Source: an optimization exercise on an open RTL-to-GDS flow (aim: small area). Production flows keep margins and buffers that such runs may drop.
Only simulation tests tie the RTL to the original design; equivalence was not proved.
Power and IR drop assume default switching activity.

## design/flow/flow/run.sh

```bash
#!/bin/bash
# Standard layout, with each port buffered by the smallest buffer cell.
set -euo pipefail
export BUFFER_PORTS_ARGS="-buffer_cell sky130_fd_sc_hd__buf_1"
bash standard.sh > flow_standard.log 2>&1
```

## design/flow/standard.sh

```bash
#!/bin/bash
# synth_recipe.tcl (not shown) runs the flow's synth.tcl, then flattens the netlist and writes it again
# the make line also repeats each setting of config.mk as NAME=value (left out here)
make -C /OpenROAD-flow-scripts/flow DESIGN_CONFIG=/design/flow/config.mk WORK_HOME=/design/flow/orfs CLKGATE_MAP_FILE= SYNTH_SCRIPT=/design/flow/synth_recipe.tcl "${@:-finish}"
```

## design/flow/config.mk

```make
export PLATFORM = sky130hd
export DESIGN_NAME = cfg_commit_ctrl
export DESIGN_NICKNAME = cfg_commit_ctrl
export VERILOG_FILES = /design/flow/design.v
export SDC_FILE = /design/flow/constraint.sdc
export NUM_CORES = 4
export LEC_CHECK = 0
export CAP_MARGIN = 20
export CORE_MARGIN = 2
export CORE_UTILIZATION = 40
export SLEW_MARGIN = 20
```

## design/flow/constraint.sdc

```tcl
create_clock -name core_clock -period 10.0 [get_ports {clk}]
set_input_delay 2.0000 -clock core_clock [delete_from_list [all_inputs] [get_ports {clk}]]
set_output_delay 2.0000 -clock core_clock [all_outputs]
set_load 0.01 [all_outputs]
```

## design/flow/design.v

```verilog
package efi_cfg_pkg;
    localparam int unsigned NUM_REGS = 16;
    localparam int unsigned REG_W    = 16;
    localparam int unsigned ADDR_W   = 4;
    localparam int unsigned BUSY_W   = 6;
    localparam int unsigned REG_MODE      = 0;
    localparam int unsigned REG_TOOTH_CNT = 1;
    localparam int unsigned REG_TOOTH_W   = 2;
    localparam int unsigned REG_MISSING   = 3;
    localparam int unsigned REG_TRIG_OFS  = 4;
    localparam int unsigned REG_QPR       = 5;
    localparam int unsigned REG_PHASE_A   = 6;
    localparam int unsigned REG_PHASE_B   = 7;
    localparam int unsigned REG_PHASE_C   = 8;
    localparam int unsigned REG_PHASE_D   = 9;
    localparam int unsigned REG_TIMING    = 10;
    localparam int unsigned REG_DWELL     = 11;
    localparam int unsigned REG_INJ_A_PW  = 12;
    localparam int unsigned REG_INJ_B_PW  = 13;
    typedef enum logic [2:0] {
        ERR_NONE    = 3'd0,
        ERR_ZERO    = 3'd1,
        ERR_MISSING = 3'd2,
        ERR_GEOM    = 3'd3,
        ERR_TIMEOUT = 3'd4,
        ERR_ABORT   = 3'd5
    } err_code_e;
    typedef enum logic [1:0] {
        ST_IDLE      = 2'd0,
        ST_VALIDATE  = 2'd1,
        ST_WAIT_SAFE = 2'd2,
        ST_COMMIT    = 2'd3
    } state_e;
    function automatic logic [REG_W-1:0] reg_default(input int unsigned idx);
        logic [REG_W-1:0] val;
        case (idx)
            REG_MODE:      val = 16'h0017;
            REG_TOOTH_CNT: val = 16'd60;
            REG_TOOTH_W:   val = 16'd128;
            REG_MISSING:   val = 16'd2;
            REG_QPR:       val = 16'd7680;
            REG_PHASE_B:   val = 16'd2560;
            REG_PHASE_C:   val = 16'd5120;
            REG_TIMING:    val = 16'd427;
            REG_DWELL:     val = 16'd960;
            REG_INJ_A_PW:  val = 16'd2000;
            default:       val = 16'd0;
        endcase
        reg_default = val;
    endfunction
    function automatic logic [NUM_REGS*REG_W-1:0] default_bank();
        logic [NUM_REGS*REG_W-1:0] bank;
        for (int unsigned i = 0; i < NUM_REGS; i++) begin
            bank[i*REG_W +: REG_W] = reg_default(i);
        end
        default_bank = bank;
    endfunction
endpackage
module cfg_geom_check
(
    input  logic [15:0] tooth_cnt,
    input  logic [15:0] tooth_w,
    input  logic [15:0] missing,
    input  logic [15:0] qpr,
    output logic        ok,
    output logic [2:0]  code
);
    logic [15:0] w_suffix;    
    logic        prod_hi;
    always_comb begin
        w_suffix[15] = tooth_w[15];
        for (int k = 14; k >= 0; k--) w_suffix[k] = w_suffix[k+1] | tooth_w[k];
        prod_hi = 1'b0;
        for (int i = 1; i < 16; i++) prod_hi = prod_hi | (tooth_cnt[i] & w_suffix[16-i]);
    end
    wire pp1 = ~(tooth_cnt[0] & tooth_w[0]);
    wire pp2 = ~(tooth_cnt[0] & tooth_w[1]);
    wire pp3 = ~(tooth_cnt[0] & tooth_w[2]);
    wire pp4 = ~(tooth_cnt[0] & tooth_w[3]);
    wire pp5 = ~(tooth_cnt[0] & tooth_w[4]);
    wire pp6 = ~(tooth_cnt[0] & tooth_w[5]);
    wire pp7 = ~(tooth_cnt[0] & tooth_w[6]);
    wire pp8 = ~(tooth_cnt[0] & tooth_w[7]);
    wire pp9 = ~(tooth_cnt[0] & tooth_w[8]);
    wire pp10 = ~(tooth_cnt[0] & tooth_w[9]);
    wire pp11 = ~(tooth_cnt[0] & tooth_w[10]);
    wire pp12 = ~(tooth_cnt[0] & tooth_w[11]);
    wire pp13 = ~(tooth_cnt[0] & tooth_w[12]);
    wire pp14 = ~(tooth_cnt[0] & tooth_w[13]);
    wire pp15 = ~(tooth_cnt[0] & tooth_w[14]);
    wire pp16 = ~(tooth_cnt[0] & tooth_w[15]);
    wire pp17 = ~(tooth_cnt[1] & tooth_w[0]);
    wire pp18 = ~(tooth_cnt[1] & tooth_w[1]);
    wire pp19 = ~(tooth_cnt[1] & tooth_w[2]);
    wire pp20 = ~(tooth_cnt[1] & tooth_w[3]);
    wire pp21 = ~(tooth_cnt[1] & tooth_w[4]);
    wire pp22 = ~(tooth_cnt[1] & tooth_w[5]);
    wire pp23 = ~(tooth_cnt[1] & tooth_w[6]);
    wire pp24 = ~(tooth_cnt[1] & tooth_w[7]);
    wire pp25 = ~(tooth_cnt[1] & tooth_w[8]);
    wire pp26 = ~(tooth_cnt[1] & tooth_w[9]);
    wire pp27 = ~(tooth_cnt[1] & tooth_w[10]);
    wire pp28 = ~(tooth_cnt[1] & tooth_w[11]);
    wire pp29 = ~(tooth_cnt[1] & tooth_w[12]);
    wire pp30 = ~(tooth_cnt[1] & tooth_w[13]);
    wire pp31 = ~(tooth_cnt[1] & tooth_w[14]);
    wire pp32 = ~(tooth_cnt[1] & tooth_w[15]);
    wire pp33 = ~(tooth_cnt[2] & tooth_w[0]);
    wire pp34 = ~(tooth_cnt[2] & tooth_w[1]);
    wire pp35 = ~(tooth_cnt[2] & tooth_w[2]);
    wire pp36 = ~(tooth_cnt[2] & tooth_w[3]);
    wire pp37 = ~(tooth_cnt[2] & tooth_w[4]);
    wire pp38 = ~(tooth_cnt[2] & tooth_w[5]);
    wire pp39 = ~(tooth_cnt[2] & tooth_w[6]);
    wire pp40 = ~(tooth_cnt[2] & tooth_w[7]);
    wire pp41 = ~(tooth_cnt[2] & tooth_w[8]);
    wire pp42 = ~(tooth_cnt[2] & tooth_w[9]);
    wire pp43 = ~(tooth_cnt[2] & tooth_w[10]);
    wire pp44 = ~(tooth_cnt[2] & tooth_w[11]);
    wire pp45 = ~(tooth_cnt[2] & tooth_w[12]);
    wire pp46 = ~(tooth_cnt[2] & tooth_w[13]);
    wire pp47 = ~(tooth_cnt[2] & tooth_w[14]);
    wire pp48 = ~(tooth_cnt[3] & tooth_w[0]);
    wire pp49 = ~(tooth_cnt[3] & tooth_w[1]);
    wire pp50 = ~(tooth_cnt[3] & tooth_w[2]);
    wire pp51 = ~(tooth_cnt[3] & tooth_w[3]);
    wire pp52 = ~(tooth_cnt[3] & tooth_w[4]);
    wire pp53 = ~(tooth_cnt[3] & tooth_w[5]);
    wire pp54 = ~(tooth_cnt[3] & tooth_w[6]);
    wire pp55 = ~(tooth_cnt[3] & tooth_w[7]);
    wire pp56 = ~(tooth_cnt[3] & tooth_w[8]);
    wire pp57 = ~(tooth_cnt[3] & tooth_w[9]);
    wire pp58 = ~(tooth_cnt[3] & tooth_w[10]);
    wire pp59 = ~(tooth_cnt[3] & tooth_w[11]);
    wire pp60 = ~(tooth_cnt[3] & tooth_w[12]);
    wire pp61 = ~(tooth_cnt[3] & tooth_w[13]);
    wire pp62 = ~(tooth_cnt[4] & tooth_w[0]);
    wire pp63 = ~(tooth_cnt[4] & tooth_w[1]);
    wire pp64 = ~(tooth_cnt[4] & tooth_w[2]);
    wire pp65 = ~(tooth_cnt[4] & tooth_w[3]);
    wire pp66 = ~(tooth_cnt[4] & tooth_w[4]);
    wire pp67 = ~(tooth_cnt[4] & tooth_w[5]);
    wire pp68 = ~(tooth_cnt[4] & tooth_w[6]);
    wire pp69 = ~(tooth_cnt[4] & tooth_w[7]);
    wire pp70 = ~(tooth_cnt[4] & tooth_w[8]);
    wire pp71 = ~(tooth_cnt[4] & tooth_w[9]);
    wire pp72 = ~(tooth_cnt[4] & tooth_w[10]);
    wire pp73 = ~(tooth_cnt[4] & tooth_w[11]);
    wire pp74 = ~(tooth_cnt[4] & tooth_w[12]);
    wire pp75 = ~(tooth_cnt[5] & tooth_w[0]);
    wire pp76 = ~(tooth_cnt[5] & tooth_w[1]);
    wire pp77 = ~(tooth_cnt[5] & tooth_w[2]);
    wire pp78 = ~(tooth_cnt[5] & tooth_w[3]);
    wire pp79 = ~(tooth_cnt[5] & tooth_w[4]);
    wire pp80 = ~(tooth_cnt[5] & tooth_w[5]);
    wire pp81 = ~(tooth_cnt[5] & tooth_w[6]);
    wire pp82 = ~(tooth_cnt[5] & tooth_w[7]);
    wire pp83 = ~(tooth_cnt[5] & tooth_w[8]);
    wire pp84 = ~(tooth_cnt[5] & tooth_w[9]);
    wire pp85 = ~(tooth_cnt[5] & tooth_w[10]);
    wire pp86 = ~(tooth_cnt[5] & tooth_w[11]);
    wire pp87 = ~(tooth_cnt[6] & tooth_w[0]);
    wire pp88 = ~(tooth_cnt[6] & tooth_w[1]);
    wire pp89 = ~(tooth_cnt[6] & tooth_w[2]);
    wire pp90 = ~(tooth_cnt[6] & tooth_w[3]);
    wire pp91 = ~(tooth_cnt[6] & tooth_w[4]);
    wire pp92 = ~(tooth_cnt[6] & tooth_w[5]);
    wire pp93 = ~(tooth_cnt[6] & tooth_w[6]);
    wire pp94 = ~(tooth_cnt[6] & tooth_w[7]);
    wire pp95 = ~(tooth_cnt[6] & tooth_w[8]);
    wire pp96 = ~(tooth_cnt[6] & tooth_w[9]);
    wire pp97 = ~(tooth_cnt[6] & tooth_w[10]);
    wire pp98 = ~(tooth_cnt[7] & tooth_w[0]);
    wire pp99 = ~(tooth_cnt[7] & tooth_w[1]);
    wire pp100 = ~(tooth_cnt[7] & tooth_w[2]);
    wire pp101 = ~(tooth_cnt[7] & tooth_w[3]);
    wire pp102 = ~(tooth_cnt[7] & tooth_w[4]);
    wire pp103 = ~(tooth_cnt[7] & tooth_w[5]);
    wire pp104 = ~(tooth_cnt[7] & tooth_w[6]);
    wire pp105 = ~(tooth_cnt[7] & tooth_w[7]);
    wire pp106 = ~(tooth_cnt[7] & tooth_w[8]);
    wire pp107 = ~(tooth_cnt[7] & tooth_w[9]);
    wire pp108 = ~(tooth_cnt[8] & tooth_w[0]);
    wire pp109 = ~(tooth_cnt[8] & tooth_w[1]);
    wire pp110 = ~(tooth_cnt[8] & tooth_w[2]);
    wire pp111 = ~(tooth_cnt[8] & tooth_w[3]);
    wire pp112 = ~(tooth_cnt[8] & tooth_w[4]);
    wire pp113 = ~(tooth_cnt[8] & tooth_w[5]);
    wire pp114 = ~(tooth_cnt[8] & tooth_w[6]);
    wire pp115 = ~(tooth_cnt[8] & tooth_w[7]);
    wire pp116 = ~(tooth_cnt[8] & tooth_w[8]);
    wire pp117 = ~(tooth_cnt[9] & tooth_w[0]);
    wire pp118 = ~(tooth_cnt[9] & tooth_w[1]);
    wire pp119 = ~(tooth_cnt[9] & tooth_w[2]);
    wire pp120 = ~(tooth_cnt[9] & tooth_w[3]);
    wire pp121 = ~(tooth_cnt[9] & tooth_w[4]);
    wire pp122 = ~(tooth_cnt[9] & tooth_w[5]);
    wire pp123 = ~(tooth_cnt[9] & tooth_w[6]);
    wire pp124 = ~(tooth_cnt[9] & tooth_w[7]);
    wire pp125 = ~(tooth_cnt[10] & tooth_w[0]);
    wire pp126 = ~(tooth_cnt[10] & tooth_w[1]);
    wire pp127 = ~(tooth_cnt[10] & tooth_w[2]);
    wire pp128 = ~(tooth_cnt[10] & tooth_w[3]);
    wire pp129 = ~(tooth_cnt[10] & tooth_w[4]);
    wire pp130 = ~(tooth_cnt[10] & tooth_w[5]);
    wire pp131 = ~(tooth_cnt[10] & tooth_w[6]);
    wire pp132 = ~(tooth_cnt[11] & tooth_w[0]);
    wire pp133 = ~(tooth_cnt[11] & tooth_w[1]);
    wire pp134 = ~(tooth_cnt[11] & tooth_w[2]);
    wire pp135 = ~(tooth_cnt[11] & tooth_w[3]);
    wire pp136 = ~(tooth_cnt[11] & tooth_w[4]);
    wire pp137 = ~(tooth_cnt[11] & tooth_w[5]);
    wire pp138 = ~(tooth_cnt[12] & tooth_w[0]);
    wire pp139 = ~(tooth_cnt[12] & tooth_w[1]);
    wire pp140 = ~(tooth_cnt[12] & tooth_w[2]);
    wire pp141 = ~(tooth_cnt[12] & tooth_w[3]);
    wire pp142 = ~(tooth_cnt[12] & tooth_w[4]);
    wire pp143 = ~(tooth_cnt[13] & tooth_w[0]);
    wire pp144 = ~(tooth_cnt[13] & tooth_w[1]);
    wire pp145 = ~(tooth_cnt[13] & tooth_w[2]);
    wire pp146 = ~(tooth_cnt[13] & tooth_w[3]);
    wire pp147 = ~(tooth_cnt[14] & tooth_w[0]);
    wire pp148 = ~(tooth_cnt[14] & tooth_w[1]);
    wire pp149 = ~(tooth_cnt[14] & tooth_w[2]);
    wire pp150 = ~(tooth_cnt[15] & tooth_w[0]);
    wire pp151 = ~(tooth_cnt[15] & tooth_w[1]);
    wire s152, c153;
    assign {c153, s152} = 2'(qpr[1]) + 2'(pp2) + 2'(pp17);
    wire s154, c155;
    assign {c155, s154} = 2'(qpr[2]) + 2'(pp3) + 2'(pp18);
    wire s156, c157;
    assign {c157, s156} = 2'(pp33) + 2'(c153) + 2'(s154);
    wire s158, c159;
    assign {c159, s158} = 2'(qpr[3]) + 2'(pp4) + 2'(pp19);
    wire s160, c161;
    assign {c161, s160} = 2'(pp34) + 2'(pp48) + 2'(c155);
    wire s162, c163;
    assign {c163, s162} = 2'(s158) + 2'(c157) + 2'(s160);
    wire s164, c165;
    assign {c165, s164} = 2'(qpr[4]) + 2'(pp5) + 2'(pp20);
    wire s166, c167;
    assign {c167, s166} = 2'(pp35) + 2'(pp49) + 2'(pp62);
    wire s168, c169;
    assign {c169, s168} = 2'(c159) + 2'(s164) + 2'(s166);
    wire s170, c171;
    assign {c171, s170} = 2'(c161) + 2'(s168) + 2'(c163);
    wire s172, c173;
    assign {c173, s172} = 2'(qpr[5]) + 2'(pp6) + 2'(pp21);
    wire s174, c175;
    assign {c175, s174} = 2'(pp36) + 2'(pp50) + 2'(pp63);
    wire s176, c177;
    assign {c177, s176} = 2'(pp75) + 2'(c165) + 2'(c167);
    wire s178, c179;
    assign {c179, s178} = 2'(s172) + 2'(s174) + 2'(c169);
    wire s180, c181;
    assign {c181, s180} = 2'(s176) + 2'(s178) + 2'(c171);
    wire s182, c183;
    assign {c183, s182} = 2'(qpr[6]) + 2'(pp7) + 2'(pp22);
    wire s184, c185;
    assign {c185, s184} = 2'(pp37) + 2'(pp51) + 2'(pp64);
    wire s186, c187;
    assign {c187, s186} = 2'(pp76) + 2'(pp87) + 2'(c173);
    wire s188, c189;
    assign {c189, s188} = 2'(c175) + 2'(s182) + 2'(s184);
    wire s190, c191;
    assign {c191, s190} = 2'(c177) + 2'(s186) + 2'(s188);
    wire s192, c193;
    assign {c193, s192} = 2'(c179) + 2'(s190) + 2'(c181);
    wire s194, c195;
    assign {c195, s194} = 2'(qpr[7]) + 2'(pp8) + 2'(pp23);
    wire s196, c197;
    assign {c197, s196} = 2'(pp38) + 2'(pp52) + 2'(pp65);
    wire s198, c199;
    assign {c199, s198} = 2'(pp77) + 2'(pp88) + 2'(pp98);
    wire s200, c201;
    assign {c201, s200} = 2'(c183) + 2'(c185) + 2'(s194);
    wire s202, c203;
    assign {c203, s202} = 2'(s196) + 2'(s198) + 2'(c187);
    wire s204, c205;
    assign {c205, s204} = 2'(c189) + 2'(s200) + 2'(c191);
    wire s206, c207;
    assign {c207, s206} = 2'(s202) + 2'(s204) + 2'(c193);
    wire s208, c209;
    assign {c209, s208} = 2'(qpr[8]) + 2'(pp9) + 2'(pp24);
    wire s210, c211;
    assign {c211, s210} = 2'(pp39) + 2'(pp53) + 2'(pp66);
    wire s212, c213;
    assign {c213, s212} = 2'(pp78) + 2'(pp89) + 2'(pp99);
    wire s214, c215;
    assign {c215, s214} = 2'(pp108) + 2'(c195) + 2'(c197);
    wire s216, c217;
    assign {c217, s216} = 2'(c199) + 2'(s208) + 2'(s210);
    wire s218, c219;
    assign {c219, s218} = 2'(s212) + 2'(c201) + 2'(s214);
    wire s220, c221;
    assign {c221, s220} = 2'(s216) + 2'(c203) + 2'(s218);
    wire s222, c223;
    assign {c223, s222} = 2'(c205) + 2'(s220) + 2'(c207);
    wire s224, c225;
    assign {c225, s224} = 2'(qpr[9]) + 2'(pp10) + 2'(pp25);
    wire s226, c227;
    assign {c227, s226} = 2'(pp40) + 2'(pp54) + 2'(pp67);
    wire s228, c229;
    assign {c229, s228} = 2'(pp79) + 2'(pp90) + 2'(pp100);
    wire s230, c231;
    assign {c231, s230} = 2'(pp109) + 2'(pp117) + 2'(c209);
    wire s232, c233;
    assign {c233, s232} = 2'(c211) + 2'(c213) + 2'(s224);
    wire s234, c235;
    assign {c235, s234} = 2'(s226) + 2'(s228) + 2'(c215);
    wire s236, c237;
    assign {c237, s236} = 2'(c217) + 2'(s230) + 2'(s232);
    wire s238, c239;
    assign {c239, s238} = 2'(c219) + 2'(s234) + 2'(s236);
    wire s240, c241;
    assign {c241, s240} = 2'(c221) + 2'(s238) + 2'(c223);
    wire s242, c243;
    assign {c243, s242} = 2'(qpr[10]) + 2'(pp11) + 2'(pp26);
    wire s244, c245;
    assign {c245, s244} = 2'(pp41) + 2'(pp55) + 2'(pp68);
    wire s246, c247;
    assign {c247, s246} = 2'(pp80) + 2'(pp91) + 2'(pp101);
    wire s248, c249;
    assign {c249, s248} = 2'(pp110) + 2'(pp118) + 2'(pp125);
    wire s250, c251;
    assign {c251, s250} = 2'(c225) + 2'(c227) + 2'(c229);
    wire s252, c253;
    assign {c253, s252} = 2'(s242) + 2'(s244) + 2'(s246);
    wire s254, c255;
    assign {c255, s254} = 2'(s248) + 2'(c231) + 2'(c233);
    wire s256, c257;
    assign {c257, s256} = 2'(s250) + 2'(s252) + 2'(c235);
    wire s258, c259;
    assign {c259, s258} = 2'(c237) + 2'(s254) + 2'(c239);
    wire s260, c261;
    assign {c261, s260} = 2'(s256) + 2'(s258) + 2'(c241);
    wire s262, c263;
    assign {c263, s262} = 2'(qpr[11]) + 2'(pp12) + 2'(pp27);
    wire s264, c265;
    assign {c265, s264} = 2'(pp42) + 2'(pp56) + 2'(pp69);
    wire s266, c267;
    assign {c267, s266} = 2'(pp81) + 2'(pp92) + 2'(pp102);
    wire s268, c269;
    assign {c269, s268} = 2'(pp111) + 2'(pp119) + 2'(pp126);
    wire s270, c271;
    assign {c271, s270} = 2'(pp132) + 2'(c243) + 2'(c245);
    wire s272, c273;
    assign {c273, s272} = 2'(c247) + 2'(c249) + 2'(s262);
    wire s274, c275;
    assign {c275, s274} = 2'(s264) + 2'(s266) + 2'(s268);
    wire s276, c277;
    assign {c277, s276} = 2'(c251) + 2'(c253) + 2'(s270);
    wire s278, c279;
    assign {c279, s278} = 2'(s272) + 2'(s274) + 2'(c255);
    wire s280, c281;
    assign {c281, s280} = 2'(s276) + 2'(c257) + 2'(s278);
    wire s282, c283;
    assign {c283, s282} = 2'(c259) + 2'(s280) + 2'(c261);
    wire s284, c285;
    assign {c285, s284} = 2'(qpr[12]) + 2'(pp13) + 2'(pp28);
    wire s286, c287;
    assign {c287, s286} = 2'(pp43) + 2'(pp57) + 2'(pp70);
    wire s288, c289;
    assign {c289, s288} = 2'(pp82) + 2'(pp93) + 2'(pp103);
    wire s290, c291;
    assign {c291, s290} = 2'(pp112) + 2'(pp120) + 2'(pp127);
    wire s292, c293;
    assign {c293, s292} = 2'(pp133) + 2'(pp138) + 2'(c263);
    wire s294, c295;
    assign {c295, s294} = 2'(c265) + 2'(c267) + 2'(c269);
    wire s296, c297;
    assign {c297, s296} = 2'(s284) + 2'(s286) + 2'(s288);
    wire s298, c299;
    assign {c299, s298} = 2'(s290) + 2'(c271) + 2'(c273);
    wire s300, c301;
    assign {c301, s300} = 2'(c275) + 2'(s292) + 2'(s294);
    wire s302, c303;
    assign {c303, s302} = 2'(s296) + 2'(c277) + 2'(s298);
    wire s304, c305;
    assign {c305, s304} = 2'(s300) + 2'(c279) + 2'(s302);
    wire s306, c307;
    assign {c307, s306} = 2'(c281) + 2'(s304) + 2'(c283);
    wire s308, c309;
    assign {c309, s308} = 2'(qpr[13]) + 2'(pp14) + 2'(pp29);
    wire s310, c311;
    assign {c311, s310} = 2'(pp44) + 2'(pp58) + 2'(pp71);
    wire s312, c313;
    assign {c313, s312} = 2'(pp83) + 2'(pp94) + 2'(pp104);
    wire s314, c315;
    assign {c315, s314} = 2'(pp113) + 2'(pp121) + 2'(pp128);
    wire s316, c317;
    assign {c317, s316} = 2'(pp134) + 2'(pp139) + 2'(pp143);
    wire s318, c319;
    assign {c319, s318} = 2'(c285) + 2'(c287) + 2'(c289);
    wire s320, c321;
    assign {c321, s320} = 2'(c291) + 2'(s308) + 2'(s310);
    wire s322, c323;
    assign {c323, s322} = 2'(s312) + 2'(s314) + 2'(s316);
    wire s324, c325;
    assign {c325, s324} = 2'(c293) + 2'(c295) + 2'(c297);
    wire s326, c327;
    assign {c327, s326} = 2'(s318) + 2'(s320) + 2'(s322);
    wire s328, c329;
    assign {c329, s328} = 2'(c299) + 2'(c301) + 2'(s324);
    wire s330, c331;
    assign {c331, s330} = 2'(s326) + 2'(c303) + 2'(s328);
    wire s332, c333;
    assign {c333, s332} = 2'(c305) + 2'(s330) + 2'(c307);
    wire s334, c335;
    assign {c335, s334} = 2'(qpr[14]) + 2'(pp15) + 2'(pp30);
    wire s336, c337;
    assign {c337, s336} = 2'(pp45) + 2'(pp59) + 2'(pp72);
    wire s338, c339;
    assign {c339, s338} = 2'(pp84) + 2'(pp95) + 2'(pp105);
    wire s340, c341;
    assign {c341, s340} = 2'(pp114) + 2'(pp122) + 2'(pp129);
    wire s342, c343;
    assign {c343, s342} = 2'(pp135) + 2'(pp140) + 2'(pp144);
    wire s344, c345;
    assign {c345, s344} = 2'(pp147) + 2'(c309) + 2'(c311);
    wire s346, c347;
    assign {c347, s346} = 2'(c313) + 2'(c315) + 2'(c317);
    wire s348, c349;
    assign {c349, s348} = 2'(s334) + 2'(s336) + 2'(s338);
    wire s350, c351;
    assign {c351, s350} = 2'(s340) + 2'(s342) + 2'(c319);
    wire s352, c353;
    assign {c353, s352} = 2'(c321) + 2'(c323) + 2'(s344);
    wire s354, c355;
    assign {c355, s354} = 2'(s346) + 2'(s348) + 2'(c325);
    wire s356, c357;
    assign {c357, s356} = 2'(c327) + 2'(s350) + 2'(s352);
    wire s358, c359;
    assign {c359, s358} = 2'(c329) + 2'(s354) + 2'(s356);
    wire s360, c361;
    assign {c361, s360} = 2'(c331) + 2'(s358) + 2'(c333);
    wire s362, c363;
    assign {c363, s362} = 2'(qpr[15]) + 2'(pp16) + 2'(pp31);
    wire s364, c365;
    assign {c365, s364} = 2'(pp46) + 2'(pp60) + 2'(pp73);
    wire s366, c367;
    assign {c367, s366} = 2'(pp85) + 2'(pp96) + 2'(pp106);
    wire s368, c369;
    assign {c369, s368} = 2'(pp115) + 2'(pp123) + 2'(pp130);
    wire s370, c371;
    assign {c371, s370} = 2'(pp136) + 2'(pp141) + 2'(pp145);
    wire s372, c373;
    assign {c373, s372} = 2'(pp148) + 2'(pp150) + 2'(c335);
    wire s374, c375;
    assign {c375, s374} = 2'(c337) + 2'(c339) + 2'(c341);
    wire s376, c377;
    assign {c377, s376} = 2'(c343) + 2'(s362) + 2'(s364);
    wire s378, c379;
    assign {c379, s378} = 2'(s366) + 2'(s368) + 2'(s370);
    wire s380, c381;
    assign {c381, s380} = 2'(c345) + 2'(c347) + 2'(c349);
    wire s382, c383;
    assign {c383, s382} = 2'(s372) + 2'(s374) + 2'(s376);
    wire s384, c385;
    assign {c385, s384} = 2'(s378) + 2'(c351) + 2'(c353);
    wire s386, c387;
    assign {c387, s386} = 2'(s380) + 2'(s382) + 2'(c355);
    wire s388, c389;
    assign {c389, s388} = 2'(c357) + 2'(s384) + 2'(c359);
    wire s390, c391;
    assign {c391, s390} = 2'(s386) + 2'(s388) + 2'(c361);
    wire prod_eq = (qpr[0] ^ pp1) &
                   ~s152 &
                   ~s156 &
                   ~s162 &
                   ~s170 &
                   ~s180 &
                   ~s192 &
                   ~s206 &
                   ~s222 &
                   ~s240 &
                   ~s260 &
                   ~s282 &
                   ~s306 &
                   ~s332 &
                   ~s360 &
                   ~s390 &
                   ((pp32 ^ pp47 ^ pp61 ^ pp74 ^ pp86 ^ pp97 ^ pp107 ^ pp116 ^ pp124 ^ pp131 ^ pp137 ^ pp142 ^ pp146 ^ pp149 ^ pp151 ^ c363 ^ c365 ^ c367 ^ c369 ^ c371 ^ c373 ^ c375 ^ c377 ^ c379 ^ c381 ^ c383 ^ c385 ^ c387 ^ c389 ^ c391) == 1'b0);
    always_comb begin
        code = efi_cfg_pkg::ERR_NONE;
        if (tooth_cnt == 16'd0 || qpr == 16'd0) begin
            code = efi_cfg_pkg::ERR_ZERO;
        end else if (missing >= tooth_cnt) begin
            code = efi_cfg_pkg::ERR_MISSING;
        end else if (prod_hi || !prod_eq) begin
            code = efi_cfg_pkg::ERR_GEOM;
        end
        ok = (code == efi_cfg_pkg::ERR_NONE);
    end
endmodule
module cfg_commit_ctrl
#(
    parameter int unsigned NREGS       = efi_cfg_pkg::NUM_REGS,
    parameter int unsigned TIMEOUT_CYC = 1000000
) (
    input  logic                   clk,
    input  logic                   rst_n,
    input  logic                   wr_en,
    input  logic [3:0]             wr_addr,
    input  logic [15:0]            wr_data,
    input  logic                   commit_req,
    input  logic                   abort,
    input  logic                   synced,
    input  logic                   trigger,
    input  logic [5:0]             outputs_busy,
    output logic [NREGS*16-1:0]    active_regs,
    output logic                   shadow_dirty,
    output logic                   commit_pending,
    output logic                   commit_done,
    output logic                   commit_err,
    output logic [2:0]             err_code
);
    localparam int unsigned REG_W  = efi_cfg_pkg::REG_W;
    localparam int unsigned BANK_W = NREGS * REG_W;
    localparam logic [BANK_W-1:0] DEF_BANK = BANK_W'(efi_cfg_pkg::default_bank());
    localparam logic [19:0] TMO_LAST = 20'h82ca6;
    logic [1:0]        state;
    logic [1:0]        state_nxt;
    logic [BANK_W-1:0] shadow;
    logic [19:0]       tmo;
    logic              geom_ok;
    logic [2:0]        geom_code;
    logic              safe;
    logic              tmo_hit;
    logic              st_idle, st_val, st_wait, st_commit;
    cfg_geom_check u_geom (
        .tooth_cnt (shadow[efi_cfg_pkg::REG_TOOTH_CNT*REG_W +: REG_W]),
        .tooth_w   (shadow[efi_cfg_pkg::REG_TOOTH_W*REG_W +: REG_W]),
        .missing   (shadow[efi_cfg_pkg::REG_MISSING*REG_W +: REG_W]),
        .qpr       (shadow[efi_cfg_pkg::REG_QPR*REG_W +: REG_W]),
        .ok        (geom_ok),
        .code      (geom_code)
    );
    assign st_idle   = (state == 2'd0);
    assign st_val    = (state == 2'd1);
    assign st_wait   = (state == 2'd2);
    assign st_commit = (state == 2'd3);
    assign safe    = !synced || (trigger && (outputs_busy == 6'd0));
    assign tmo_hit = (tmo == TMO_LAST);
    always_comb begin
        state_nxt = 2'd0;
        if (st_idle) begin
            if (commit_req && !abort) state_nxt = 2'd1;
        end else if (st_val) begin
            if (!abort && geom_ok) state_nxt = 2'd2;
        end else if (st_wait) begin
            if (abort)         state_nxt = 2'd0;
            else if (safe)     state_nxt = 2'd3;
            else if (!tmo_hit) state_nxt = 2'd2;
        end
    end
    always_ff @(posedge clk) begin
        if (!rst_n) state <= 2'd0;
        else        state <= state_nxt;
    end
    assign commit_pending = !st_idle;
    always_ff @(posedge clk) begin
        tmo[0] <= st_wait & (tmo[19] ^ tmo[16]);
        for (int i = 1; i < 20; i++) tmo[i] <= st_wait & ~tmo[i-1];
    end
    always_ff @(posedge clk) begin
        if (!rst_n) begin
            err_code <= efi_cfg_pkg::ERR_NONE;
        end else if (st_idle) begin
            if (commit_req && !abort) err_code <= efi_cfg_pkg::ERR_NONE;
        end else if (st_val) begin
            if (abort)         err_code <= efi_cfg_pkg::ERR_ABORT;
            else if (!geom_ok) err_code <= geom_code;
        end else if (st_wait) begin
            if (abort)                err_code <= efi_cfg_pkg::ERR_ABORT;
            else if (!safe && tmo_hit) err_code <= efi_cfg_pkg::ERR_TIMEOUT;
        end
    end
    assign commit_err = (err_code != 3'd0);
    always_ff @(posedge clk) begin
        if (!rst_n) begin
            shadow_dirty <= 1'b0;
            commit_done  <= 1'b0;
        end else begin
            shadow_dirty <= wr_en | (shadow_dirty & !st_commit);
            commit_done  <= st_commit;
        end
    end
    logic [NREGS-1:0] s_load0, s_load1, s_keep;
    logic [15:0]      wd1;
    logic             a_load0, a_keep;
    logic [BANK_W-1:0] shadow_d, active_d;
    always_comb begin
        for (int r = 0; r < NREGS; r++) begin
            s_load0[r] = wr_en && (wr_addr == 4'(r)) && rst_n;
            s_load1[r] = (wr_en && (wr_addr == 4'(r))) || !rst_n;
            s_keep[r]  = !(wr_en && (wr_addr == 4'(r))) && rst_n;
        end
        wd1     = wr_data | {16{!rst_n}};
        a_load0 = st_commit && rst_n;
        a_keep  = !st_commit && rst_n;
        for (int r = 0; r < NREGS; r++) begin
            for (int b = 0; b < REG_W; b++) begin
                if (DEF_BANK[r*REG_W+b]) begin
                    shadow_d[r*REG_W+b] = (s_load1[r] & wd1[b]) | (s_keep[r] & shadow[r*REG_W+b]);
                    active_d[r*REG_W+b] = (a_load0 & shadow[r*REG_W+b]) | (a_keep & active_regs[r*REG_W+b]) | !rst_n;
                end else begin
                    shadow_d[r*REG_W+b] = (s_load0[r] & wr_data[b]) | (s_keep[r] & shadow[r*REG_W+b]);
                    active_d[r*REG_W+b] = (a_load0 & shadow[r*REG_W+b]) | (a_keep & active_regs[r*REG_W+b]);
                end
            end
        end
    end
    always_ff @(posedge clk) begin
        shadow      <= shadow_d;
        active_regs <= active_d;
    end
endmodule
```

==> results of run 1 <==
-- placed cells by master, fill, tap and decap left out, types with 6 or more instances in the layout --
master and n:
inv_1 83, nand3b_1 6, nand2_1 79, nor2_1 68, clkinv_2 7, nand3_1 10
and2_1 100, xor2_1 9, dfxtp_1 505, nand2b_1 18, o21ai_0 29, fa_1 120
edfxtp_1 34, bufinv_16 8, clkbuf_1 13, nor4_1 13, ha_1 16, o22a_1 29
nand4_1 7, nor3_1 10, clkbuf_8 9, a22o_1 419, xnor2_1 26, clkbuf_16 56
nor2_2 16, a21oi_1 14, buf_1 292, buf_4 31
-- layout make-up --
cell class,instances,area share (%)
multi-input cells,1047,37.3
well taps,688,3.45
diodes,1,0.0100
clock inverters,26,1.53
flip-flops and latches,539,44.6
inverters,85,1.30
clock buffers,78,6.30
repair buffers,328,5.57
-- registers in the layout, indices dropped and copies added (netlist names), named ones only --
name / cells
active_regs: 256
state: 2
shadow_dirty: 1
shadow: 222
tmo: 20
err_code: 3
commit_done: 1
-- path summary, 6_finish.rpt --
path / end / slack (ps) / depth (start not counted)
worst max-delay path: err_code[0]$_SDFFE_PN0P_ / 560 / 23
worst min-delay path: tmo[13]$_DFF_P_ / 400 / 1
worst max register to register: err_code[0]$_SDFFE_PN0P_ / 560 / 23
worst min register to register: tmo[13]$_DFF_P_ / 400 / 1
-- metal layers --
metal  routed length (um)  up-vias
li1                     -     6964
met2                31900      518
met4                 2050        2
met1                29300     7761
met3                 4860      125
met5                   13        -
-- critical path, delay by kind of cell (launching register included) --
family                     cells  cell delay (ps)
adders and majority gates     15             6970
and+or+nand+nor                6             1610
DFF                            1              470
AOI/OAI and AO/OA              2              300
-- cells in the mapped netlist (4+ instances only) --
library cell    n
dfxtp_1       505
a22o_1        419
clkbuf_1      132
fa_1          120
and2_1        100
nor2_1         84
inv_1          83
nand2_1        79
edfxtp_1       34
o21ai_0        29
o22a_1         29
xnor2_1        26
nand2b_1       18
ha_1           16
a21oi_1        15
nor4_1         13
nand3_1        10
nor3_1         10
xor2_1          9
nand4_1         7
nand3b_1        6
a21o_1          5
buf_1           4
xnor3_1         4
-- cells by family after synthesis --
family,count (synthesis)
buffers and inverters,224
XOR/XNOR,42
flip-flops,539
AND/OR/NAND/NOR,349
multiplexers,1
AO/OA/AOI/OAI,519
adder cells (fa/ha/maj),136
-- power groups by stage --
stage	logic (mW)	registers [mW]	clock network, mW
after global placement	0.244	2.27	0
after CTS	0.250	2.22	2.23
after floorplan	0.153	2.26	0
after global routing	0.273	2.22	2.31
final	0.251	2.22	2.20
after detailed placement	0.248	2.27	0
==> flow_metrics.env, run 1 <==
export IMPL_run_status="no timing/DRC/antenna violations"
export IMPL_clockBufferDepth=3
export IMPL_die_height_um=234
export IMPL_dp_slack_ps=576
export IMPL_maxCapViolCount=0
export IMPL_crit_type="flip-flop to flip-flop"
export IMPL_dp_cells=2685
export IMPL_worstSkewPairLatency_ps=630
export IMPL_internal_power_mw=3.59
export IMPL_pwr_share_clk_pct=47.0
export IMPL_yosys_area_share_simple_pct=8.60
export IMPL_hold_class="flip-flop to flip-flop"
export IMPL_ir_drop_mv=0.153
export IMPL_antenna_found_initial=2
export IMPL_ys_seq_elements=539
export IMPL_syn_avg_cell_area_um2=11.7
export IMPL_design_area_um2=25000
export IMPL_cts_setup_buffers=0
export IMPL_worstPathRequired_ps=10510
export IMPL_synth_adder_area_share_pct=12.3
export IMPL_synth_top_family_by_area="compound AO/OA/AOI/OAI gates"
export IMPL_fin_worst_skew_ps=50.3
export IMPL_cpMaxStageDelayCell="or4_1"
export IMPL_synth_compound_area_share_pct=20.6
export IMPL_fin_crit_ps=9440
export IMPL_hold_viol_final=0
export IMPL_pwr_share_seq_pct=47.6
export IMPL_setup_slack_ps=560
export IMPL_clk_pin_slew_ps=60
export IMPL_synth_top_area_cell="dfxtp_1"
export IMPL_num_io_pins=296
export IMPL_holdWs_ps=403
export IMPL_synth_cells=1810
export IMPL_muxShareOfSynthArea_pct=0.0531
export IMPL_routed_wl_um=68100
export IMPL_p_comb_share_pct=5.4
export IMPL_top_usage_layer="met2"
export IMPL_area_delta_synth_final_pct=17.6
export IMPL_yosys_warnings=2
export IMPL_fp_row_count=84
export IMPL_initial_utilization_pct=40.4
export IMPL_min_delay_start="tmo[12]$_DFF_P_"
export IMPL_cts_buffers=55
export IMPL_grt_max_degree=224
export IMPL_p_sw_mw=1.09
export IMPL_grt_use_met3_pct=6.15
export IMPL_worst_setup_path_start_kind="flip-flop"
export IMPL_setup_tns_ps=0
export IMPL_cts_tree="yes"
export IMPL_synth_top_area_share_pct=47.6
export IMPL_grt_pass1_vias=15100
export IMPL_die_area_um2=54900
export IMPL_drive_gt1_share_pct=7.28
export IMPL_cpMostUsedCell="fa_1"
export IMPL_met1_usage_pct=32.4
export IMPL_io_buffers=295
export IMPL_vias=15400
export IMPL_relSlewSlack_pct=30.8
export IMPL_timing_rr_start="shadow[17]$_DFF_P_"
export IMPL_synth_area_top_cells="dfxtp_1 (48%), a22o_1 (17%), fa_1 (11%)"
export IMPL_setup_violations_final=0
export IMPL_critPathLaunch="shadow[17]$_DFF_P_"
export IMPL_rsz0062_at_grt="false"
export IMPL_crit_chain="nand2_1, fa_1, fa_1, fa_1, fa_1, fa_1, fa_1, fa_1, fa_1, fa_1, fa_1, fa_1, fa_1, fa_1, fa_1, fa_1, nor4b_1, nand3_1, or4_1, nor3_1, and4_1, a41oi_1, o21ai_1"
export IMPL_arrival_ps=9950
export IMPL_cts_root_buf="clkbuf_16"
export IMPL_grt_pass1_wl_um=99100
export IMPL_grt_overflow_total=0
export IMPL_clkSinkCount=539
export IMPL_first_pass_iters=5
export IMPL_power_mw=4.67
export IMPL_synth_edf_count=34
export IMPL_utilization_pct=47.5
export IMPL_critPathMaxStageDelay_ps=530
export IMPL_final_cells=2792
export IMPL_synth_xor_area_share_pct=2.10
export IMPL_pwr_density_cell_nw_per_um2=187
export IMPL_critPathMaxFanout=7
export IMPL_wl_per_cell_um=24.4
export IMPL_synthArstFlopShare_pct=0
export IMPL_synth_nets=1979
export IMPL_leakagePower_nw=9.98
export IMPL_final_nets=2225
export IMPL_timing_fmax_mhz=106
export IMPL_place_area_um2=22900
export IMPL_drv_slew=0
export IMPL_gp_congestion=0.935
export IMPL_sequential_cell_area_um2=11100
export IMPL_cts_max_level=2
export IMPL_die_x_um=234
export IMPL_syn_area_um2=21200
export IMPL_use_met2_pct=39.1
export IMPL_swShare_pct=23.3
export IMPL_synth_ff_type="dfxtp_1"
export IMPL_synthDistinctLibCells=62
export IMPL_coreArea_um2=52600
export IMPL_post_cts_resized=0
export IMPL_route_detailed_drc=0
export IMPL_tightest_slew_ps=1030
export IMPL_postCtsHoldBufs=0
export IMPL_cp_end_kind="flip-flop"
export IMPL_grt_util_all_layers_pct=24.4
export IMPL_dpl_hpwl_um=45900
export IMPL_fillers=4803
export IMPL_ant_nets=0
export IMPL_multi_input_area_um2=9300
export IMPL_seq_area_frac_synth_pct=52.4
export IMPL_vias_per_cell=5.51
export IMPL_drt_initial_drc_count=1159
export IMPL_post_route_period_util_pct=94.4
==> inputs of run 2 (changes only) <==
--- a/design/flow/config.mk
+++ b/design/flow/config.mk
@@ -9,3 +9,5 @@
 export CORE_MARGIN = 2
 export CORE_UTILIZATION = 40
+export CTS_CLUSTER_DIAMETER = 70
+export CTS_CLUSTER_SIZE = 30
 export SLEW_MARGIN = 20
==> run 2 against run 1 <==
  * Clock power decreased by 32%
  * Core utilization decreased by 1.5 points
  * Cell area decreased by 3.2%
  * Die area unchanged
  * Worst setup slack got worse by 5.3 ps
  * First-iteration DRC count increased by 1.7%
  * Maximum frequency about the same
  * Clock skew decreased by 7.7 ps
  * Global-route usage decreased by 0.50 points
  * Clock-buffer cell count decreased by 47
  * Sequential power about the same
  * Via count decreased by 1.7%
  * Critical path type unchanged
  * Largest cell class unchanged
  * Largest power group unchanged
  * Highest routed layer unchanged
==> flow_metrics.env, run 2 <==
export IMPL_run_status="no timing/DRC/antenna violations"
export IMPL_post_cts_resized=0
export IMPL_grt_max_degree=224
export IMPL_regToRegEndpoint="err_code[0]$_SDFFE_PN0P_"
export IMPL_seq_area_frac_synth_pct=52.4
export IMPL_worst_setup_path_start_kind="flip-flop"
export IMPL_critPathMaxStageDelay_ps=530
export IMPL_wl_per_cell_um=24.5
export IMPL_rsz0062_at_grt="false"
export IMPL_gp_congestion=0.935
export IMPL_min_delay_start="tmo[7]$_DFF_P_"
export IMPL_clkSinkCount=539
export IMPL_routed_wl_um=67100
export IMPL_setup_tns_ps=0
export IMPL_tightest_slew_ps=1020
export IMPL_fp_row_count=84
export IMPL_synth_cells=1810
export IMPL_dp_cells=2685
export IMPL_first_pass_iters=5
export IMPL_critPathMaxFanout=7
export IMPL_synth_top_area_share_pct=47.6
export IMPL_synth_area_top_cells="dfxtp_1 (48%), a22o_1 (17%), fa_1 (11%)"
export IMPL_reg2regPathDepth=23
export IMPL_ir_drop_mv=0.126
export IMPL_initial_utilization_pct=40.4
export IMPL_synth_top_area_cell="dfxtp_1"
export IMPL_dpl_hpwl_um=45900
export IMPL_largest_reg_flops=256
export IMPL_cp_top_family="adder cells"
export IMPL_synth_edf_count=34
export IMPL_synth_common_cells="dfxtp_1 (505), a22o_1 (419), clkbuf_1 (132), fa_1 (120), and2_1 (100)"
export IMPL_timing_rr_start="shadow[17]$_DFF_P_"
export IMPL_yosys_warnings=2
export IMPL_power_mw=3.96
export IMPL_arrival_ps=10000
export IMPL_drive_gt1_share_pct=5.75
export IMPL_cts_root_buf="clkbuf_16"
export IMPL_cts_buffers=30
export IMPL_ant_nets=0
export IMPL_drt_initial_drc_count=1179
export IMPL_final_cells=2741
export IMPL_die_area_um2=54900
export IMPL_worstSkewPairLatency_ps=650
export IMPL_worst_hold_path_endpoint="tmo[8]$_DFF_P_"
export IMPL_vias=15100
export IMPL_clockBufferDepth=3
export IMPL_relSlewSlack_pct=31.8
export IMPL_final_nets=2201
export IMPL_cts_max_level=1
export IMPL_fin_crit_ps=9450
export IMPL_io_buffers=295
export IMPL_postCtsHoldBufs=0
export IMPL_antenna_found_initial=2
export IMPL_grt_overflow_total=0
export IMPL_synthArstFlopShare_pct=0
export IMPL_maxCapViolCount=0
export IMPL_ys_seq_elements=539
export IMPL_synth_nets=1979
export IMPL_regMostFlops="active_regs"
export IMPL_final_common_cell="dfxtp_1"
export IMPL_hold_viol_final=0
export IMPL_num_io_pins=296
export IMPL_coreArea_um2=52600
export IMPL_path_buf_inv=0
export IMPL_cpMostUsedCell="fa_1"
export IMPL_leakagePower_nw=9.57
export IMPL_syn_avg_cell_area_um2=11.7
export IMPL_die_height_um=234
export IMPL_yosysMostFrequentCell="dfxtp_1"
export IMPL_vias_per_cell=5.51
export IMPL_area_delta_synth_final_pct=13.8
export IMPL_cp_end_kind="flip-flop"
export IMPL_syn_area_um2=21200
export IMPL_hold_class="flip-flop to flip-flop"
export IMPL_reg2reg_slack_ps=550
export IMPL_grt_pass1_wl_um=97700
export IMPL_setup_violations_final=0
export IMPL_timing_fmax_mhz=106
export IMPL_grt_pass1_vias=14800
export IMPL_crit_type="flip-flop to flip-flop"
export IMPL_grt_util_all_layers_pct=23.9
export IMPL_synth_ff_type="dfxtp_1"
export IMPL_cts_tree="yes"
export IMPL_pwr_density_cell_nw_per_um2=164
export IMPL_fin_worst_skew_ps=42.6
export IMPL_synthDistinctLibCells=62
export IMPL_drv_slew=0
export IMPL_cts_setup_buffers=0
export IMPL_clk_pin_slew_ps=100
export IMPL_worstPathRequired_ps=10550
export IMPL_crit_chain="nand2_1, fa_1, fa_1, fa_1, fa_1, fa_1, fa_1, fa_1, fa_1, fa_1, fa_1, fa_1, fa_1, fa_1, fa_1, fa_1, nor4b_1, nand3_1, or4_1, nor3_1, and4_1, a41oi_1, o21ai_1"
export IMPL_final_cell_mix="dfxtp_1 (505), a22o_1 (419), buf_1 (292)"
export IMPL_largest_registers="active_regs (256), shadow (222), tmo (20)"
export IMPL_die_x_um=234
export IMPL_min_path_cells=1
export IMPL_cpMaxStageDelayCell="or4_1"
export IMPL_route_detailed_drc=0
export IMPL_post_route_period_util_pct=94.5
## run 2: kinds of logic (layout without fill, tap and decap cells)
logic type	after synthesis	count (layout)	share of synthesized area, %
compound gates	519	519	20.6
xor+xnor	42	42	2.10
fa+ha+maj	136	136	12.3
buf+inv	224	466	3.99
flops	539	539	52.4
mux	1	1	0.0530
other cells	0	1	0
simple gates	349	349	8.60
## run 2: per-stage QoR
| step | cell area (um2) | util [%] | hold slack [ps] | worst slack (ps) |
|---|---|---|---|---|
| floorplan | 21200 | - | 383 | 901 |
| detailed placement | 22900 | 43.7 | 390 | 576 |
| global route | 24200 | 46.0 | 428 | 134 |
| global placement | 22900 | 43.6 | 392 | 750 |
| finish | 24200 | 46.0 | 409 | 554 |
| CTS | 24100 | 45.8 | 413 | 533 |
## run 2: layout make-up
cell class / instances / area, um2
Fill cell: 4876 / 28400
Clock inverter: 21 / 364
Multi-Input combinational cell: 1047 / 9300
Sequential cell: 539 / 11100
Tap cell: 688 / 861
Timing Repair Buffer: 329 / 1400
Antenna cell: 1 / 2.50
Clock buffer: 31 / 776
Inverter: 85 / 324
## run 2: worst max path at each step
stage / start / end / slack [ps] / cells after the start
5_1_grt: shadow[17]$_DFF_P_ / err_code[0]$_SDFFE_PN0P_ / 130 / 23
3_5_place_dp: shadow[17]$_DFF_P_ / state[1]$_SDFF_PP0_ / 580 / 23
6_report: shadow[17]$_DFF_P_ / err_code[0]$_SDFFE_PN0P_ / 550 / 23
2_1_floorplan: shadow[16]$_DFF_P_ / err_code[0]$_SDFFE_PN0P_ / 900 / 25
4_1_cts: shadow[17]$_DFF_P_ / err_code[0]$_SDFFE_PN0P_ / 530 / 23
3_3_place_gp: shadow[17]$_DFF_P_ / err_code[0]$_SDFFE_PN0P_ / 750 / 23
## run 2: routing by layer
metal | GRT usage (%) | vias up | share of wire (%)
met4 | 6.49 | 2 | 2.6
met2 | 38.6 | 465 | 47
li1 | - | 6892 | -
met5 | 0 | - | 0.019
met3 | 5.36 | 91 | 7.2
met1 | 32.3 | 7662 | 43
## run 2: report_power, final
group	internal (mW)	switching, mW	total (mW)
Combinational	0.0774	0.174	0.251
Sequential	2.20	0.0257	2.22
Clock	0.632	0.853	1.49
==> inputs of run 3 (changes only) <==
--- a/design/flow/design.v
+++ b/design/flow/design.v
@@ -482,9 +482,15 @@
                    ~s390 &
                    ((pp32 ^ pp47 ^ pp61 ^ pp74 ^ pp86 ^ pp97 ^ pp107 ^ pp116 ^ pp124 ^ pp131 ^ pp137 ^ pp142 ^ pp146 ^ pp149 ^ pp151 ^ c363 ^ c365 ^ c367 ^ c369 ^ c371 ^ c373 ^ c375 ^ c377 ^ c379 ^ c381 ^ c383 ^ c385 ^ c387 ^ c389 ^ c391) == 1'b0);
+    logic miss_ge;
+    always_comb begin
+        miss_ge = 1'b1;
+        for (int i = 0; i < 16; i++)
+            miss_ge = (missing[i] & ~tooth_cnt[i]) | (missing[i] & miss_ge) | (~tooth_cnt[i] & miss_ge);
+    end
     always_comb begin
         code = efi_cfg_pkg::ERR_NONE;
         if (tooth_cnt == 16'd0 || qpr == 16'd0) begin
             code = efi_cfg_pkg::ERR_ZERO;
-        end else if (missing >= tooth_cnt) begin
+        end else if (miss_ge) begin
             code = efi_cfg_pkg::ERR_MISSING;
         end else if (prod_hi || !prod_eq) begin
==> design/flow/flow/run.sh (replaced) <==
#!/bin/bash
# The standard layout with two changes:
#  - each port is buffered by the smallest buffer cell (buf_1);
#  - after the standard synthesis, flow/fa_polarity.py picks the polarity of each
#    full adder and of the AND/NAND gates feeding them so that fewer inverters
#    are needed (same logic function, same registers).
set -euo pipefail
export BUFFER_PORTS_ARGS="-buffer_cell sky130_fd_sc_hd__buf_1"
R=orfs/results/${FLOW_PLATFORM}/cfg_commit_ctrl/base
bash standard.sh synth > flow_synth.log 2>&1
cp "$R/1_2_yosys.v" synth_before_polarity.v
python3 flow/fa_polarity.py synth_before_polarity.v "$R/1_2_yosys.v" > fa_polarity.log 2>&1
rm -f "$R/1_synth.odb" "$R/1_synth.sdc"
bash standard.sh > flow_standard.log 2>&1
==> design/flow/flow/fa_polarity.py (new file) <==
#!/usr/bin/env python3
"""Full-adder polarity pass on a mapped sky130hd netlist.

A full adder is self-dual: FA(~a, ~b, ~c) = (~sum, ~carry). Synthesis leaves
inverters between full adders and AND gates feeding them in whatever polarity
its mapping chose. This pass picks, for every full adder, whether it computes
on true or on inverted signals, and for every AND2/NAND2 whose loads are all
full-adder inputs, which of the two it is, so that as few inverters as
possible remain. The logic function of the netlist is unchanged.

usage: fa_polarity.py IN.v OUT.v
"""
import re, sys, random, collections

P = "sky130_fd_sc_hd__"
AREA = {"inv_1": 3.7536, "and2_1": 6.256, "nand2_1": 3.7536}
OUTP = {"X", "Y", "Q", "Q_N", "SUM", "COUT", "HI", "LO", "GCLK"}

src = open(sys.argv[1]).read()
cell_re = re.compile(r"^(\s*)(" + P + r"\w+)\s+(\S+)\s*\((.*?)\);\n", re.S | re.M)
pin_re = re.compile(r"\.(\w+)\(([^()]*)\)")

cells = []          # dicts: type, name, pins (ordered list of [pin, net])
spans = []
for m in cell_re.finditer(src):
    pins = [[p, n.strip()] for p, n in pin_re.findall(m.group(4))]
    cells.append({"type": m.group(2)[len(P):], "name": m.group(3), "pins": pins})
    spans.append((m.start(), m.end()))

ports = set()
for m in re.finditer(r"^\s*(input|output|inout)\s+(\[[^\]]*\]\s*)?([^;]+);", src, re.M):
    for n in m.group(3).split(","):
        ports.add(n.strip())

def base(net):
    return re.sub(r"\[\d+\]$", "", net)

driver = {}
loads = collections.defaultdict(list)
for i, c in enumerate(cells):
    for k, (p, n) in enumerate(c["pins"]):
        if p in OUTP:
            driver[n] = (i, p)
        else:
            loads[n].append((i, k))

def is_inv(i):
    return cells[i]["type"] == "inv_1"

fas = [i for i, c in enumerate(cells) if c["type"] == "fa_1"]
fa_set = set(fas)

# Resolve the logical source of a net: follow inverter chains (only through
# inv_1 cells whose output is not a port).
def resolve(net):
    inv = 0
    seen = 0
    while net in driver and is_inv(driver[net][0]) and base(net) not in ports and seen < 8:
        i = driver[net][0]
        net = dict(cells[i]["pins"])["A"]
        inv ^= 1
        seen += 1
    return net, inv

# Loads we rewire: every FA input pin, plus every other load of a managed net.
fa_in = []          # (cell, pinidx, root, inv)
for f in fas:
    for k, (p, n) in enumerate(cells[f]["pins"]):
        if p in ("A", "B", "CIN"):
            r, v = resolve(n)
            fa_in.append((f, k, r, v))

roots = set(r for _, _, r, _ in fa_in)
# Which roots are FA outputs
fa_out = {}
for f in fas:
    for p, n in cells[f]["pins"]:
        if p in ("SUM", "COUT"):
            fa_out[n] = f
            roots.add(n)

# Managed inverters: inverters whose (resolved) input is a root and whose output is not a port.
def inv_chain_members(net):
    """All inverter cells downstream of net through inverter chains."""
    out = []
    stack = [net]
    while stack:
        x = stack.pop()
        for (i, k) in loads.get(x, []):
            if is_inv(i):
                y = dict(cells[i]["pins"])["Y"]
                if base(y) in ports:
                    return None
                out.append(i)
                stack.append(y)
    return out

managed_inv = set()
other_loads = []    # (cell, pinidx, root, inv) non-FA loads that we rewire
bad_roots = set()
for r in list(roots):
    if base(r) in ports and r not in driver:
        continue
    chain = inv_chain_members(r)
    if chain is None:
        bad_roots.add(r)
        continue
    managed_inv.update(chain)
roots -= bad_roots
# drop FA inputs whose root could not be managed: keep them as they are
fa_in = [t for t in fa_in if t[2] in roots or (base(t[2]) in ports and t[2] not in driver)]
fa_in_keys = set((f, k) for f, k, _, _ in fa_in)

# Non-FA loads of managed nets (roots and managed inverter outputs)
for r in roots:
    for (i, k) in loads.get(r, []):
        if i in managed_inv or (i, k) in fa_in_keys:
            continue
        other_loads.append((i, k, r, 0))
for iv in managed_inv:
    y = dict(cells[iv]["pins"])["Y"]
    r, v = resolve(y)
    for (i, k) in loads.get(y, []):
        if i in managed_inv or (i, k) in fa_in_keys:
            continue
        other_loads.append((i, k, r, v))

# FA inputs whose root is unmanaged-but-driven (bad root) are left alone.
# Swappable gates: and2_1 / nand2_1 driving a root whose every load is handled here.
swap = {}
for r in roots:
    if r in driver and cells[driver[r][0]]["type"] in ("and2_1", "nand2_1"):
        if base(r) in ports:
            continue
        swap[r] = driver[r][0]

flip = {f: 0 for f in fas}
sw = {r: 0 for r in swap}

def phys(r):
    if r in fa_out:
        return flip[fa_out[r]]
    if r in sw:
        return sw[r]
    return 0

def cost():
    need = set()
    for f, k, r, v in fa_in:
        if v ^ flip[f] != phys(r):
            need.add(r)
    for i, k, r, v in other_loads:
        if v != phys(r):
            need.add(r)
    a = len(need) * AREA["inv_1"]
    for r, i in swap.items():
        t = cells[i]["type"]
        if sw[r]:
            t = "nand2_1" if t == "and2_1" else "and2_1"
        a += AREA[t]
    return a

before = cost()
adj = collections.defaultdict(list)
for f, k, r, v in fa_in:
    if r in fa_out:
        g = fa_out[r]
        adj[f].append((g, v))
        adj[g].append((f, v))
comps = []
color = {}
for s0 in fas:
    if s0 in color:
        continue
    color[s0] = 0
    comp = [s0]
    q = [s0]
    while q:
        x = q.pop()
        for y, v in adj[x]:
            if y not in color:
                color[y] = color[x] ^ v
                comp.append(y)
                q.append(y)
    comps.append(comp)
for f in fas:
    flip[f] = color[f]
for r in swap:
    sw[r] = 0
def best_swaps():
    for r in swap:
        c0 = cost(); sw[r] ^= 1
        if cost() >= c0:
            sw[r] ^= 1
best_swaps()
for comp in comps:
    c0 = cost()
    for f in comp:
        flip[f] ^= 1
    best_swaps()
    if cost() >= c0:
        for f in comp:
            flip[f] ^= 1
        best_swaps()
if cost() > before:
    for f in fas:
        flip[f] = 0
    for r in swap:
        sw[r] = 0
best = cost()
vars_ = [("f", f) for f in fas] + [("s", r) for r in swap]
random.seed(1)
improved = True
while improved:
    improved = False
    random.shuffle(vars_)
    for kind, x in vars_:
        d = flip if kind == "f" else sw
        d[x] ^= 1
        c = cost()
        if c < best - 1e-9:
            best = c
            improved = True
        else:
            d[x] ^= 1
improved = True
while improved:
    improved = False
    for f in fas:
        nb = set()
        for p, n in cells[f]["pins"]:
            if p in ("SUM", "COUT"):
                for (i, k) in loads.get(n, []):
                    if i in fa_set:
                        nb.add(i)
        for g in nb:
            flip[f] ^= 1
            flip[g] ^= 1
            c = cost()
            if c < best - 1e-9:
                best = c
                improved = True
            else:
                flip[f] ^= 1
                flip[g] ^= 1

# Rebuild connections.
new_cells = []
inv_of = {}
wires = []
cnt = [0]

def signal(r, want):
    """Net carrying (logical r) ^ want."""
    if want == phys(r):
        return r
    if r not in inv_of:
        cnt[0] += 1
        y = f"fapol_n{cnt[0]}"
        wires.append(y)
        new_cells.append(f"  {P}inv_1 fapol_i{cnt[0]} (\n    .A({r}),\n    .Y({y})\n  );\n")
        inv_of[r] = y
    return inv_of[r]

for f, k, r, v in fa_in:
    cells[f]["pins"][k][1] = signal(r, v ^ flip[f])
for i, k, r, v in other_loads:
    cells[i]["pins"][k][1] = signal(r, v)
for r, i in swap.items():
    if sw[r]:
        c = cells[i]
        if c["type"] == "and2_1":
            c["type"] = "nand2_1"
            c["pins"] = [[("Y" if p == "X" else p), n] for p, n in c["pins"]]
        else:
            c["type"] = "and2_1"
            c["pins"] = [[("X" if p == "Y" else p), n] for p, n in c["pins"]]
# remove managed inverters (all their loads were rewired)
removed = set(managed_inv)

out = []
pos = 0
for idx, (s, e) in enumerate(spans):
    out.append(src[pos:s])
    pos = e
    if idx in removed:
        continue
    c = cells[idx]
    m = cell_re.match(src, s)
    body = ",\n".join(f"    .{p}({n})" for p, n in c["pins"])
    out.append(f"{m.group(1)}{P}{c['type']} {c['name']} (\n{body}\n  );\n")
out.append(src[pos:])
text = "".join(out)
# declare new wires and add new cells before endmodule
decl = "".join(f"  wire {w};\n" for w in wires)
k = text.rindex("endmodule")
text = text[:k] + "".join(new_cells) + text[k:]
m = re.search(r"^\s*(wire|input|output)\b", text, re.M)
text = text[:m.start()] + "\n" + decl + text[m.start():]
open(sys.argv[2], "w").write(text)
sys.stderr.write(f"fa_polarity: {len(fas)} full adders, {len(managed_inv)} inverters removed, "
                 f"{len(new_cells)} added, {sum(sw.values())} AND/NAND swapped, "
                 f"{sum(flip.values())} adders flipped; area {before:.1f} -> {best:.1f}\n")
==> run 3 against run 2 <==
  * The run now fails in 1_synth
==> flow_metrics.env, run 3 <==
export IMPL_run_status="aborted with a tool error"
export IMPL_failing_step="1_synth"
export IMPL_error="[ERROR STA-0171] /design/flow/orfs/results/sky130hd/cfg_commit_ctrl/base/1_2_yosys.v line 1680, syntax error"
export IMPL_yosys_warnings=2
==> inputs of run 4 (changes only) <==
--- a/design/flow/flow/fa_polarity.py
+++ b/design/flow/flow/fa_polarity.py
@@ -251,4 +251,7 @@
 cnt = [0]
 
+def fmt(n):
+    return n + " " if n.startswith("\\") else n
+
 def signal(r, want):
     """Net carrying (logical r) ^ want."""
@@ -259,5 +262,5 @@
         y = f"fapol_n{cnt[0]}"
         wires.append(y)
-        new_cells.append(f"  {P}inv_1 fapol_i{cnt[0]} (\n    .A({r}),\n    .Y({y})\n  );\n")
+        new_cells.append(f"  {P}inv_1 fapol_i{cnt[0]} (\n    .A({fmt(r)}),\n    .Y({y})\n  );\n")
         inv_of[r] = y
     return inv_of[r]
@@ -288,5 +291,5 @@
     c = cells[idx]
     m = cell_re.match(src, s)
-    body = ",\n".join(f"    .{p}({n})" for p, n in c["pins"])
+    body = ",\n".join(f"    .{p}({fmt(n)})" for p, n in c["pins"])
     out.append(f"{m.group(1)}{P}{c['type']} {c['name']} (\n{body}\n  );\n")
 out.append(src[pos:])
==> run 4 against run 3 <==
  * Now clean on timing, DRC and antenna
==> flow_metrics.env, run 4 <==
export IMPL_run_status="no timing/DRC/antenna violations"
export IMPL_p_comb_share_pct=5.7
export IMPL_ir_drop_mv=0.148
export IMPL_area_delta_synth_final_pct=14.3
export IMPL_leakagePower_nw=8.25
export IMPL_timing_fmax_mhz=107
export IMPL_setup_tns_ps=0
export IMPL_clockBufferDepth=3
export IMPL_grt_max_degree=219
export IMPL_crit_chain="nand2_1, fa_1, fa_1, fa_1, fa_1, fa_1, fa_1, fa_1, fa_1, fa_1, fa_1, fa_1, fa_1, fa_1, fa_1, fa_1, nor4b_1, and4_1, nand4_1, a2111oi_2, o2111a_2, nand4_2, a21oi_1, nor3b_2"
export IMPL_pwr_share_seq_pct=56.4
export IMPL_cts_tree="yes"
export IMPL_io_buffers=295
export IMPL_p_sw_mw=1.02
export IMPL_min_path_cells=1
export IMPL_min_delay_start="tmo[12]$_DFF_P_"
export IMPL_initial_utilization_pct=40.7
export IMPL_grt_pass1_vias=14800
export IMPL_largest_registers="active_regs (256), shadow (222), tmo (20)"
export IMPL_postCtsHoldBufs=0
export IMPL_die_area_um2=53000
export IMPL_tightest_slew_ps=1070
export IMPL_clk_pin_slew_ps=100
export IMPL_final_common_cell="dfxtp_1"
export IMPL_first_pass_iters=5
export IMPL_reg2regPathDepth=24
export IMPL_final_cell_mix="dfxtp_1 (505), a22o_1 (424), buf_1 (293)"
export IMPL_antenna_cells=0
export IMPL_worstSkewPairLatency_ps=630
export IMPL_pwr_share_clk_pct=37.9
export IMPL_hold_class="flip-flop to flip-flop"
export IMPL_syn_area_um2=20500
export IMPL_worstPathRequired_ps=10450
export IMPL_die_x_um=230
export IMPL_cts_root_buf="clkbuf_16"
export IMPL_fin_worst_skew_ps=37.4
export IMPL_gp_congestion=0.971
export IMPL_regToRegEndpoint="err_code[2]$_SDFFE_PN0P_"
export IMPL_die_height_um=230
export IMPL_regMostFlops="active_regs"
export IMPL_cpMaxStageDelayCell="dfxtp_1"
export IMPL_route_detailed_drc=0
export IMPL_cp_end_kind="flip-flop"
export IMPL_antenna_found_initial=1
export IMPL_relSlewSlack_pct=28.4
export IMPL_hold_viol_final=0
export IMPL_ant_nets=0
export IMPL_critPathLaunch="shadow[33]$_DFF_P_"
export IMPL_power_mw=3.94
export IMPL_fin_crit_ps=9350
export IMPL_cts_buffers=30
export IMPL_cpMostUsedCell="fa_1"
export IMPL_holdWs_ps=410
export IMPL_critPathMaxFanout=11
export IMPL_post_route_period_util_pct=93.5
export IMPL_grt_util_all_layers_pct=23.7
export IMPL_rsz0062_at_grt="false"
export IMPL_synth_nets=1886
export IMPL_vias=14700
export IMPL_internal_power_mw=2.91
export IMPL_drv_slew=0
export IMPL_num_io_pins=296
export IMPL_wl_per_cell_um=24.1
export IMPL_final_nets=2111
export IMPL_drt_initial_drc_count=1197
export IMPL_cts_setup_buffers=0
export IMPL_cts_max_level=1
export IMPL_arrival_ps=9800
export IMPL_pwr_density_cell_nw_per_um2=168
export IMPL_dpl_hpwl_um=43400
export IMPL_drive_gt1_share_pct=6.41
export IMPL_vias_per_cell=5.54
export IMPL_yosys_warnings=2
export IMPL_routed_wl_um=63900
export IMPL_syn_avg_cell_area_um2=11.8
export IMPL_utilization_pct=46.5
export IMPL_crit_type="flip-flop to flip-flop"
export IMPL_grt_overflow_total=0
export IMPL_timing_rr_start="shadow[33]$_DFF_P_"
export IMPL_critPathMaxStageDelay_ps=550
export IMPL_fp_row_count=82
export IMPL_worst_setup_path_start_kind="flip-flop"
export IMPL_synth_cells=1733
export IMPL_largest_reg_flops=256
export IMPL_post_cts_resized=0
export IMPL_swShare_pct=26.0
export IMPL_cp_top_family="adder cells"
export IMPL_path_buf_inv=0
export IMPL_reg2reg_slack_ps=650
export IMPL_worst_hold_path_endpoint="tmo[13]$_DFF_P_"
export IMPL_grt_pass1_wl_um=95800
export IMPL_clkSinkCount=539
export IMPL_maxCapViolCount=0
export IMPL_setup_violations_final=0
export IMPL_coreArea_um2=50400
[run 4: area by class of cell]
type | count | area, um2
timing repair buffer | 336 | 1470
fill | 4606 | 27000
clock buffer | 31 | 764
sequential | 539 | 11100
multi-input combinational | 1008 | 8660
tap | 672 | 841
clock inverter | 24 | 379
inverter | 43 | 169
[run 4: worst max path at each step]
| stage | end | slack (ps) | cells after the start |
|---|---|---|---|
| after floorplan | err_code[2]$_SDFFE_PN0P_ | 830 | 26 |
| after global placement | err_code[2]$_SDFFE_PN0P_ | 690 | 24 |
| after detailed placement | err_code[2]$_SDFFE_PN0P_ | 620 | 24 |
| after CTS | err_code[2]$_SDFFE_PN0P_ | 620 | 24 |
| after global routing | err_code[2]$_SDFFE_PN0P_ | 240 | 24 |
| final | err_code[2]$_SDFFE_PN0P_ | 650 | 24 |
[run 4: metrics by stage]
step / cell area (um2) / std cells / setup slack, ps
2_1_floorplan: 20500 / 1733 / 833
3_3_place_gp: 22200 / 2596 / 689
3_5_place_dp: 22200 / 2597 / 618
4_1_cts: 23400 / 2652 / 615
5_1_grt: 23400 / 2653 / 241
6_report: 23400 / 2653 / 646
[run 4: layer usage]
layer | GRT usage [%] | vias to the layer above | wire length, um
met5 | 0 | - | 13
li1 | - | 6678 | -
met2 | 38.3 | 492 | 29900
met1 | 32.1 | 7451 | 27600
met4 | 5.63 | 2 | 1490
met3 | 5.70 | 79 | 4800
[run 4: power groups by stage]
stage / Sequential [mW] / Combinational, mW / Clock (mW)
3_5_place_dp: 2.27 / 0.224 / 0
3_3_place_gp: 2.27 / 0.221 / 0
2_1_floorplan: 2.26 / 0.138 / 0
5_1_grt: 2.23 / 0.246 / 1.60
6_report: 2.22 / 0.225 / 1.49
4_1_cts: 2.22 / 0.225 / 1.52

==> port drivers added, routing unchanged <==
Ports are ideal in the flow. The routed layouts listed here were re-timed in OpenROAD. Step 1 sets driving cells, clkbuf_16 on the clock port and buf_2 on the other inputs (assumed; they add their load-dependent delay and slew). Step 2 adds t to the input delays and takes it off the output delays; t is the mean of the earliest and latest rising clock arrival at the registers after step 1. Input paths then give back, and output paths get back, about the clock's delay inside the block. a / b / c = no drivers / after step 1 / after step 2; a / b = the first two.
run	shift t [ns]	setup slack, ns	slew at the worst register clock pin (ns)	cell pins on the clock port's net
run 1	0.661	0.560 / 0.560 / 0.560	0.07 / 0.07	1
run 2	0.691	0.554 / 0.554 / 0.554	0.11 / 0.11	1
run 4	0.669	0.646 / 0.646 / 0.646	0.11 / 0.11	1
After both steps setup and hold are still met in every run listed.
